This design comes from an exercise in tuning for small area and a short achievable clock period on the open sky130 flow, not from production work.
Where RTL was checked, it was by simulation tests only, not by an equivalence proof against the original.

==> flow/design.v (excerpt) <==
module xgmii_rx_top
#(
    parameter int MAX_FRAME_LEN = 1518
) (
    input  logic        clk,
    input  logic        inv_aresetn,
    input  logic [63:0] xgmii_data_i,
    input  logic [7:0]  xgmii_ctrl_i,
    output logic [63:0] axis_tdata_o,
    output logic [7:0]  axis_tkeep_o,
    output logic        axis_tvalid_o,
    output logic        axis_tlast_o,
    output logic        axis_tuser_o,
    output logic        stat_valid_o,
    output logic        stat_crc_ok_o,
    output logic [13:0] stat_len_o,
    output logic [3:0]  stat_size_o,
    output logic [31:0] good_frames_o,
    output logic [31:0] bad_frames_o
);
Size in the first run: about 350 flip-flops, roughly 230 I/O pins, roughly 16000 um2 of cells after synthesis.
export LEC_CHECK = 0
export CAP_MARGIN = 20
export CORE_MARGIN = 2
export CORE_UTILIZATION = 55
export CTS_CLUSTER_DIAMETER = 120
export CTS_CLUSTER_SIZE = 25
export SLEW_MARGIN = 20
export SYNTH_HIERARCHICAL = 1
export BUFFER_PORTS_ARGS = -buffer_cell sky130_fd_sc_hd__buf_1
export SETUP_SLACK_MARGIN = 7.25
create_clock -name core_clock -period 10.5 [get_ports {clk}]
standard.sh (not shown) runs the stock make flow with config.mk's settings and CLKGATE_MAP_FILE= SYNTH_SCRIPT=/design/flow/synth_recipe.tcl, a recipe that flattens the netlist after the stock synthesis.
==> flow/flow/run.sh <==
#!/bin/bash
# Standard layout (settings from config.mk via config.mk) plus the settings
# in flow/extra.mk: plain buf_1 port buffers instead of the default
# delay-cell buffers, and a larger setup margin for timing repair.
set -e
cp config.mk config_in.log
cat flow/extra.mk >> config.mk
bash standard.sh > standard.log 2>&1
==> flow/flow/extra.mk <==
export BUFFER_PORTS_ARGS = -buffer_cell sky130_fd_sc_hd__buf_1
export SETUP_SLACK_MARGIN = 7.25
Next try:
--- a/flow/design.v
+++ b/flow/design.v
@@ -48,60 +48,56 @@
     output logic        axis_tlast_o,
     output logic        axis_tuser_o,
     output logic [10:0] words_o,
     output logic [2:0]  len_lo_o
 );
     typedef enum logic [1:0] {
         ST_IDLE,
         ST_DATA,
         ST_TAIL
     } state_t;
     logic [63:0] data_mask;
-    logic        is_sfd_lane;
+    logic        is_start;
     logic [7:0]  is_term;
-    logic [2:0]  term_lane;
     logic        to_tail;
     always_comb begin
         for (int i = 0; i < xgmii_rx_pkg::LANES; i++) begin
             data_mask[8*i +: 8] = {8{(i == 0 || i == 4 || !xgmii_ctrl_i[i]) && (i >= 4 || !to_tail)}};
             is_term[i] = (xgmii_data_i[8*i +: 8] == xgmii_rx_pkg::XGMII_TERM);
         end
     end
-    assign is_sfd_lane = (xgmii_data_i[7:0] == xgmii_rx_pkg::XGMII_START) && !inv_aresetn;
-    always_comb begin
-        term_lane = '0;
-        for (int i = xgmii_rx_pkg::LANES - 1; i >= 0; i--) begin
-            if (xgmii_ctrl_i[i]) begin
-                term_lane = 3'(i);
-            end
-        end
-    end
+    assign is_start = (xgmii_ctrl_i == 8'h01) && (xgmii_data_i[7:0] == xgmii_rx_pkg::XGMII_START);
     logic [7:0]  w_ctrl8_q;
     logic [7:0]  w_is_term_q;
-    logic [2:0]  w_lane_q;
-    logic        w_start_lane_q;
     logic        w_start_q;
     logic [63:0] w_data_q;
     logic [63:0] hold_q;
     always_ff @(posedge clk) begin
         w_data_q    <= xgmii_data_i & data_mask;
         w_ctrl8_q   <= xgmii_ctrl_i;
         w_is_term_q <= is_term;
-        w_lane_q    <= term_lane;
-        w_start_lane_q <= is_sfd_lane;
+        w_start_q   <= is_start && !inv_aresetn;
         hold_q      <= w_data_q;
     end
     logic        w_ctrl_q;
+    logic [2:0]  w_lane_q;
     logic        w_term_ok_q;
+    always_comb begin
+        w_lane_q = '0;
+        for (int i = xgmii_rx_pkg::LANES - 1; i >= 0; i--) begin
+            if (w_ctrl8_q[i]) begin
+                w_lane_q = 3'(i);
+            end
+        end
+    end
     assign w_ctrl_q    = |w_ctrl8_q;
-    assign w_start_q   = w_start_lane_q && (w_ctrl8_q == 8'h01);
     assign w_term_ok_q = w_is_term_q[w_lane_q] && ((w_ctrl8_q >> w_lane_q) == (8'hFF >> w_lane_q));
     assign word_o       = w_data_q;
     assign word_start_o = w_start_q;
     state_t      state_q;
     state_t      state_d;
     logic        held_vld_q;
     logic        held_vld_d;
     logic [2:0]  tail_lane_q;
     logic        tail_ok_q;
     logic [10:0] words_q;
     logic [10:0] words_d;
@@ -180,25 +176,25 @@
     end
     always_ff @(posedge clk) begin
         axis_tdata_o <= hold_q;
         axis_tkeep_o <= tkeep_d;
         axis_tlast_o <= tlast_d;
         words_q      <= words_d;
         cnt_inc_q    <= (state_q == ST_DATA) && !w_ctrl_q;
         cnt_first_q  <= !held_vld_q;
         cnt_zero_q   <= (state_q == ST_DATA) && w_ctrl_q && !held_vld_q;
         tail_lane_q  <= w_lane_q;
         tail_ok_q    <= w_term_ok_q;
-        axis_tuser_o <= tuser_d;
         if (tvalid_d && tlast_d) begin
-            len_lo_q <= len_lo_d;
+            axis_tuser_o <= tuser_d;
+            len_lo_q     <= len_lo_d;
         end
         if (inv_aresetn) begin
             state_q       <= ST_IDLE;
             held_vld_q    <= 1'b0;
             axis_tvalid_o <= 1'b0;
         end else begin
             state_q       <= state_d;
             held_vld_q    <= held_vld_d;
             axis_tvalid_o <= tvalid_d;
         end
     end
@@ -697,24 +693,24 @@
             c[k] = c[k-1] & (&cnt[4*(k-1) +: 4]);
         end
         for (int k = 0; k < 8; k++) begin
             inc_toggle[4*k] = c[k];
             for (int j = 1; j < 4; j++) begin
                 inc_toggle[4*k+j] = inc_toggle[4*k+j-1] & cnt[4*k+j-1];
             end
         end
     endfunction
     assign frame_len     = {words_i, len_lo_i};
     assign stat_len_o    = frame_len;
+    assign stat_crc_ok_o = tuser_i;
     always_ff @(posedge clk) begin
-        stat_crc_ok_o <= tuser_i;
         stat_size_o   <= classify(frame_len, tuser_i);
         if (inv_aresetn) begin
             stat_valid_o  <= 1'b0;
             good_frames_o <= '0;
             bad_frames_o  <= '0;
         end else begin
             stat_valid_o <= frame_end;
             good_frames_o <= good_frames_o ^ inc_toggle(good_frames_o, frame_end && tuser_i);
             bad_frames_o  <= bad_frames_o ^ inc_toggle(bad_frames_o, frame_end && !tuser_i);
         end
     end
Effect:
- routed wire length goes up by 9.4%
- utilization goes up by 1.3 points
- die area goes up by 1.4%
- setup slack loses 55 ps
- design area goes up by 4.6%
- global-route usage goes up by 1.3 points
- synthesized cell count goes up by about 2.5%
- first-iteration DRC count goes up by about 36%
- via count goes up by 5.9%
- count of clock-buffer cells in the layout goes down by 1
No run of this note included a check of the RTL's function; only the layout flow was run.

* * *

Another version of the RTL of xgmii_rx_top (not shown whole).
Size in the first run: about 1400 cells after synthesis, roughly 340 flip-flops, ~230 I/O pins, ~15000 sq um of cells after synthesis.
## xgmii_rx_top
module xgmii_rx_top
#(
    parameter int MAX_FRAME_LEN = 1518
) (
    input  logic        clk,
    input  logic        inv_aresetn,
    input  logic [63:0] xgmii_data_i,
    input  logic [7:0]  xgmii_ctrl_i,
    output logic [63:0] axis_tdata_o,
    output logic [7:0]  axis_tkeep_o,
    output logic        axis_tvalid_o,
    output logic        axis_tlast_o,
    output logic        axis_tuser_o,
    output logic        stat_valid_o,
    output logic        stat_crc_ok_o,
    output logic [13:0] stat_len_o,
    output logic [3:0]  stat_size_o,
    output logic [31:0] good_frames_o,
    output logic [31:0] bad_frames_o
);
==> module xgmii_frame_parser, before the edit <==
module xgmii_frame_parser
(
    input  logic        clk,
    input  logic        inv_aresetn,
    input  logic [63:0] xgmii_data_i,
    input  logic [7:0]  xgmii_ctrl_i,
    output logic [63:0] word_o,
    output logic        word_start_o,
    output logic [2:0]  check_lane_o,
    input  logic        crc_match_i,
    output logic [63:0] axis_tdata_o,
    output logic [7:0]  axis_tkeep_o,
    output logic        axis_tvalid_o,
    output logic        axis_tlast_o,
    output logic        axis_tuser_o,
    output logic [10:0] words_o,
    output logic [2:0]  len_lo_o
);
    typedef enum logic [1:0] {
        ST_IDLE,
        ST_FIRST,
        ST_DATA,
        ST_TAIL
    } state_t;
    logic [63:0] data_mask;
    logic        is_start;
    logic [7:0]  term_at;
    logic [2:0]  term_lane;
    logic        to_tail;
    always_comb begin
        for (int i = 0; i < xgmii_rx_pkg::LANES; i++) begin
            data_mask[8*i +: 8] = {8{(i == 0 || i == 4 || !xgmii_ctrl_i[i]) && (i >= 4 || !to_tail)}};
            term_at[i] = (xgmii_data_i[8*i +: 8] == xgmii_rx_pkg::XGMII_TERM) && ((xgmii_ctrl_i >> i) == (8'hFF >> i));
        end
    end
    assign is_start = (xgmii_ctrl_i == 8'h01) && (xgmii_data_i[7:0] == xgmii_rx_pkg::XGMII_START);
    always_comb begin
        term_lane = '0;
        for (int i = xgmii_rx_pkg::LANES - 1; i >= 0; i--) begin
            if (xgmii_ctrl_i[i]) begin
                term_lane = 3'(i);
            end
        end
    end
    logic        w_ctrl_q;
    logic [7:0]  w_term_at_q;
    logic [2:0]  w_lane_q;
    logic        w_start_q;
    logic [63:0] w_data_q;
    logic [63:0] hold_q;
    always_ff @(posedge clk) begin
        w_data_q    <= xgmii_data_i & data_mask;
        w_ctrl_q    <= |xgmii_ctrl_i;
        w_term_at_q <= term_at;
        w_lane_q    <= to_tail ? w_lane_q : term_lane;
        w_start_q   <= is_start && !inv_aresetn;
        hold_q      <= w_data_q;
    end
    logic        w_term_ok_q;
    assign w_term_ok_q  = w_term_at_q[w_lane_q];
    assign word_o       = w_data_q;
    assign word_start_o = w_start_q;
    state_t      state_q;
    state_t      state_d;
    logic        held_vld;
    logic [10:0] words_q;
    logic [10:0] words_d;
    logic [2:0]  len_lo_q;
    logic        cnt_inc_q;
    logic        cnt_clr_q;
    logic [10:0] words_tgl;
    logic        good;
    logic        tvalid_d;
    logic        tlast_d;
    logic [7:0]  tkeep_d;
    logic        tuser_d;
    logic [2:0]  len_lo_d;
    assign check_lane_o = w_lane_q;
    assign held_vld   = (state_q == ST_DATA);
    assign good         = crc_match_i && ((state_q == ST_TAIL) || w_term_ok_q);
    assign to_tail      = (state_d == ST_TAIL);
    assign words_o  = words_q;
    assign len_lo_o = len_lo_q;
    always_comb begin
        state_d    = state_q;
        tvalid_d   = 1'b0;
        tlast_d    = 1'b0;
        tkeep_d    = 8'hFF;
        tuser_d    = good;
        len_lo_d   = 3'd4;
        case (state_q)
            ST_IDLE: begin
                if (w_start_q) begin
                    state_d = ST_FIRST;
                end
            end
            ST_FIRST, ST_DATA: begin
                if (!w_ctrl_q) begin
                    tvalid_d = held_vld;
                    state_d  = ST_DATA;
                end else begin
                    state_d    = ST_IDLE;
                    tvalid_d   = held_vld;
                    if (!w_term_ok_q) begin
                        tlast_d = 1'b1;
                    end else if (w_lane_q < 3'd4) begin
                        tlast_d = 1'b1;
                        tkeep_d  = 8'hFF >> (3'd4 - w_lane_q);
                        len_lo_d = w_lane_q;
                    end else if (w_lane_q == 3'd4) begin
                        tlast_d = 1'b1;
                    end else begin
                        state_d = ST_TAIL;
                    end
                end
            end
            ST_TAIL: begin
                tvalid_d   = 1'b1;
                tlast_d    = 1'b1;
                tkeep_d    = 8'hFF >> (4'd12 - {1'b0, w_lane_q});
                len_lo_d   = w_lane_q;
                state_d    = w_start_q ? ST_FIRST : ST_IDLE;
            end
            default: begin
                state_d = ST_IDLE;
            end
        endcase
    end
    always_comb begin
        words_tgl[0] = cnt_inc_q;
        for (int i = 1; i < 11; i++) begin
            words_tgl[i] = words_tgl[i-1] & words_q[i-1];
        end
        words_d = cnt_clr_q ? {10'd0, cnt_inc_q} : (words_q ^ words_tgl);
    end
    always_ff @(posedge clk) begin
        axis_tdata_o <= hold_q;
        axis_tkeep_o <= tkeep_d;
        axis_tlast_o <= tlast_d;
        words_q      <= words_d;
        cnt_inc_q    <= (state_q == ST_FIRST || state_q == ST_DATA) && !w_ctrl_q;
        cnt_clr_q    <= (state_q == ST_FIRST);
        axis_tuser_o <= tuser_d;
        if (tvalid_d && tlast_d) begin
            len_lo_q <= len_lo_d;
        end
        if (inv_aresetn) begin
            state_q       <= ST_IDLE;
            axis_tvalid_o <= 1'b0;
        end else begin
            state_q       <= state_d;
            axis_tvalid_o <= tvalid_d;
        end
    end
endmodule
export LEC_CHECK = 0
export CAP_MARGIN = 20
export CORE_MARGIN = 2
export CORE_UTILIZATION = 55
export CTS_CLUSTER_DIAMETER = 120
export CTS_CLUSTER_SIZE = 25
export SLEW_MARGIN = 20
export SYNTH_HIERARCHICAL = 1
export BUFFER_PORTS_ARGS = -buffer_cell sky130_fd_sc_hd__buf_1
export SETUP_SLACK_MARGIN = 7.25
create_clock -name core_clock -period 10.5 [get_ports {clk}]
Scripts as last shown in full above: flow/flow/run.sh, flow/flow/extra.mk
The baseline completed without violations.
Change:
--- a/flow/design.v
+++ b/flow/design.v
@@ -58,6 +58,6 @@
     } state_t;
     logic [63:0] data_mask;
-    logic        is_start;
-    logic [7:0]  term_at;
+    logic        is_sfd_lane;
+    logic [7:0]  is_term;
     logic [2:0]  term_lane;
     logic        to_tail;
@@ -65,8 +65,8 @@
         for (int i = 0; i < xgmii_rx_pkg::LANES; i++) begin
             data_mask[8*i +: 8] = {8{(i == 0 || i == 4 || !xgmii_ctrl_i[i]) && (i >= 4 || !to_tail)}};
-            term_at[i] = (xgmii_data_i[8*i +: 8] == xgmii_rx_pkg::XGMII_TERM) && ((xgmii_ctrl_i >> i) == (8'hFF >> i));
+            is_term[i] = (xgmii_data_i[8*i +: 8] == xgmii_rx_pkg::XGMII_TERM);
         end
     end
-    assign is_start = (xgmii_ctrl_i == 8'h01) && (xgmii_data_i[7:0] == xgmii_rx_pkg::XGMII_START);
+    assign is_sfd_lane = (xgmii_data_i[7:0] == xgmii_rx_pkg::XGMII_START) && !inv_aresetn;
     always_comb begin
         term_lane = '0;
@@ -77,7 +77,8 @@
         end
     end
-    logic        w_ctrl_q;
-    logic [7:0]  w_term_at_q;
+    logic [7:0]  w_ctrl8_q;
+    logic [7:0]  w_is_term_q;
     logic [2:0]  w_lane_q;
+    logic        w_start_lane_q;
     logic        w_start_q;
     logic [63:0] w_data_q;
@@ -85,12 +86,15 @@
     always_ff @(posedge clk) begin
         w_data_q    <= xgmii_data_i & data_mask;
-        w_ctrl_q    <= |xgmii_ctrl_i;
-        w_term_at_q <= term_at;
+        w_ctrl8_q   <= xgmii_ctrl_i;
+        w_is_term_q <= is_term;
         w_lane_q    <= to_tail ? w_lane_q : term_lane;
-        w_start_q   <= is_start && !inv_aresetn;
+        w_start_lane_q <= is_sfd_lane;
         hold_q      <= w_data_q;
     end
+    logic        w_ctrl_q;
     logic        w_term_ok_q;
-    assign w_term_ok_q  = w_term_at_q[w_lane_q];
+    assign w_ctrl_q    = |w_ctrl8_q;
+    assign w_start_q   = w_start_lane_q && (w_ctrl8_q == 8'h01);
+    assign w_term_ok_q = w_is_term_q[w_lane_q] && ((w_ctrl8_q >> w_lane_q) == (8'hFF >> w_lane_q));
     assign word_o       = w_data_q;
     assign word_start_o = w_start_q;
@@ -111,5 +115,5 @@
     logic [2:0]  len_lo_d;
     assign check_lane_o = w_lane_q;
-    assign held_vld   = (state_q == ST_DATA);
+    assign held_vld     = (state_q == ST_DATA);
     assign good         = crc_match_i && ((state_q == ST_TAIL) || w_term_ok_q);
     assign to_tail      = (state_d == ST_TAIL);
The changed run produced a clean layout.
Core utilization went down by 0.38 points.
Hold slack is better by 4.1 ps.
Critical path depth climbs by 7.
Wire length rose by 1.0%.
Via count barely changes.
Maximum frequency is higher by 0.37%.
The RTL of the second run of this note was laid out without a check of its function.

-- separate check: timing with driven ports --
In the flow no input, the clock included, has a driving cell. The finished layouts below were timed again as built, in two steps. Step 1: set_driving_cell puts a clkbuf_16 on clk and a buf_2 on each other input, an assumption about the parent block. Step 2 times the ports against the registers' clock, not the clock port: input delays grow and output delays shrink by t, the midpoint of the rising clock arrivals with the driver on. a / b / c = no drivers / after step 1 / after step 2; a / b = the first two.
run	t, ns	setup WS [ns]	pins driven straight from the clock port
the first run of note 1	0.555	7.311 / 7.262 / 7.231	1
the second run of note 1	0.568	7.256 / 7.201 / 7.261	1
the first run of note 2	0.553	7.288 / 7.241 / 6.872	1
the second run of note 2	0.553	7.300 / 7.248 / 7.128	1
After both steps every run listed still meets setup and hold. The setup slack of the first run of note 2, which loses most, moves by -0.047 ns with the drivers and by -0.416 ns with both steps.
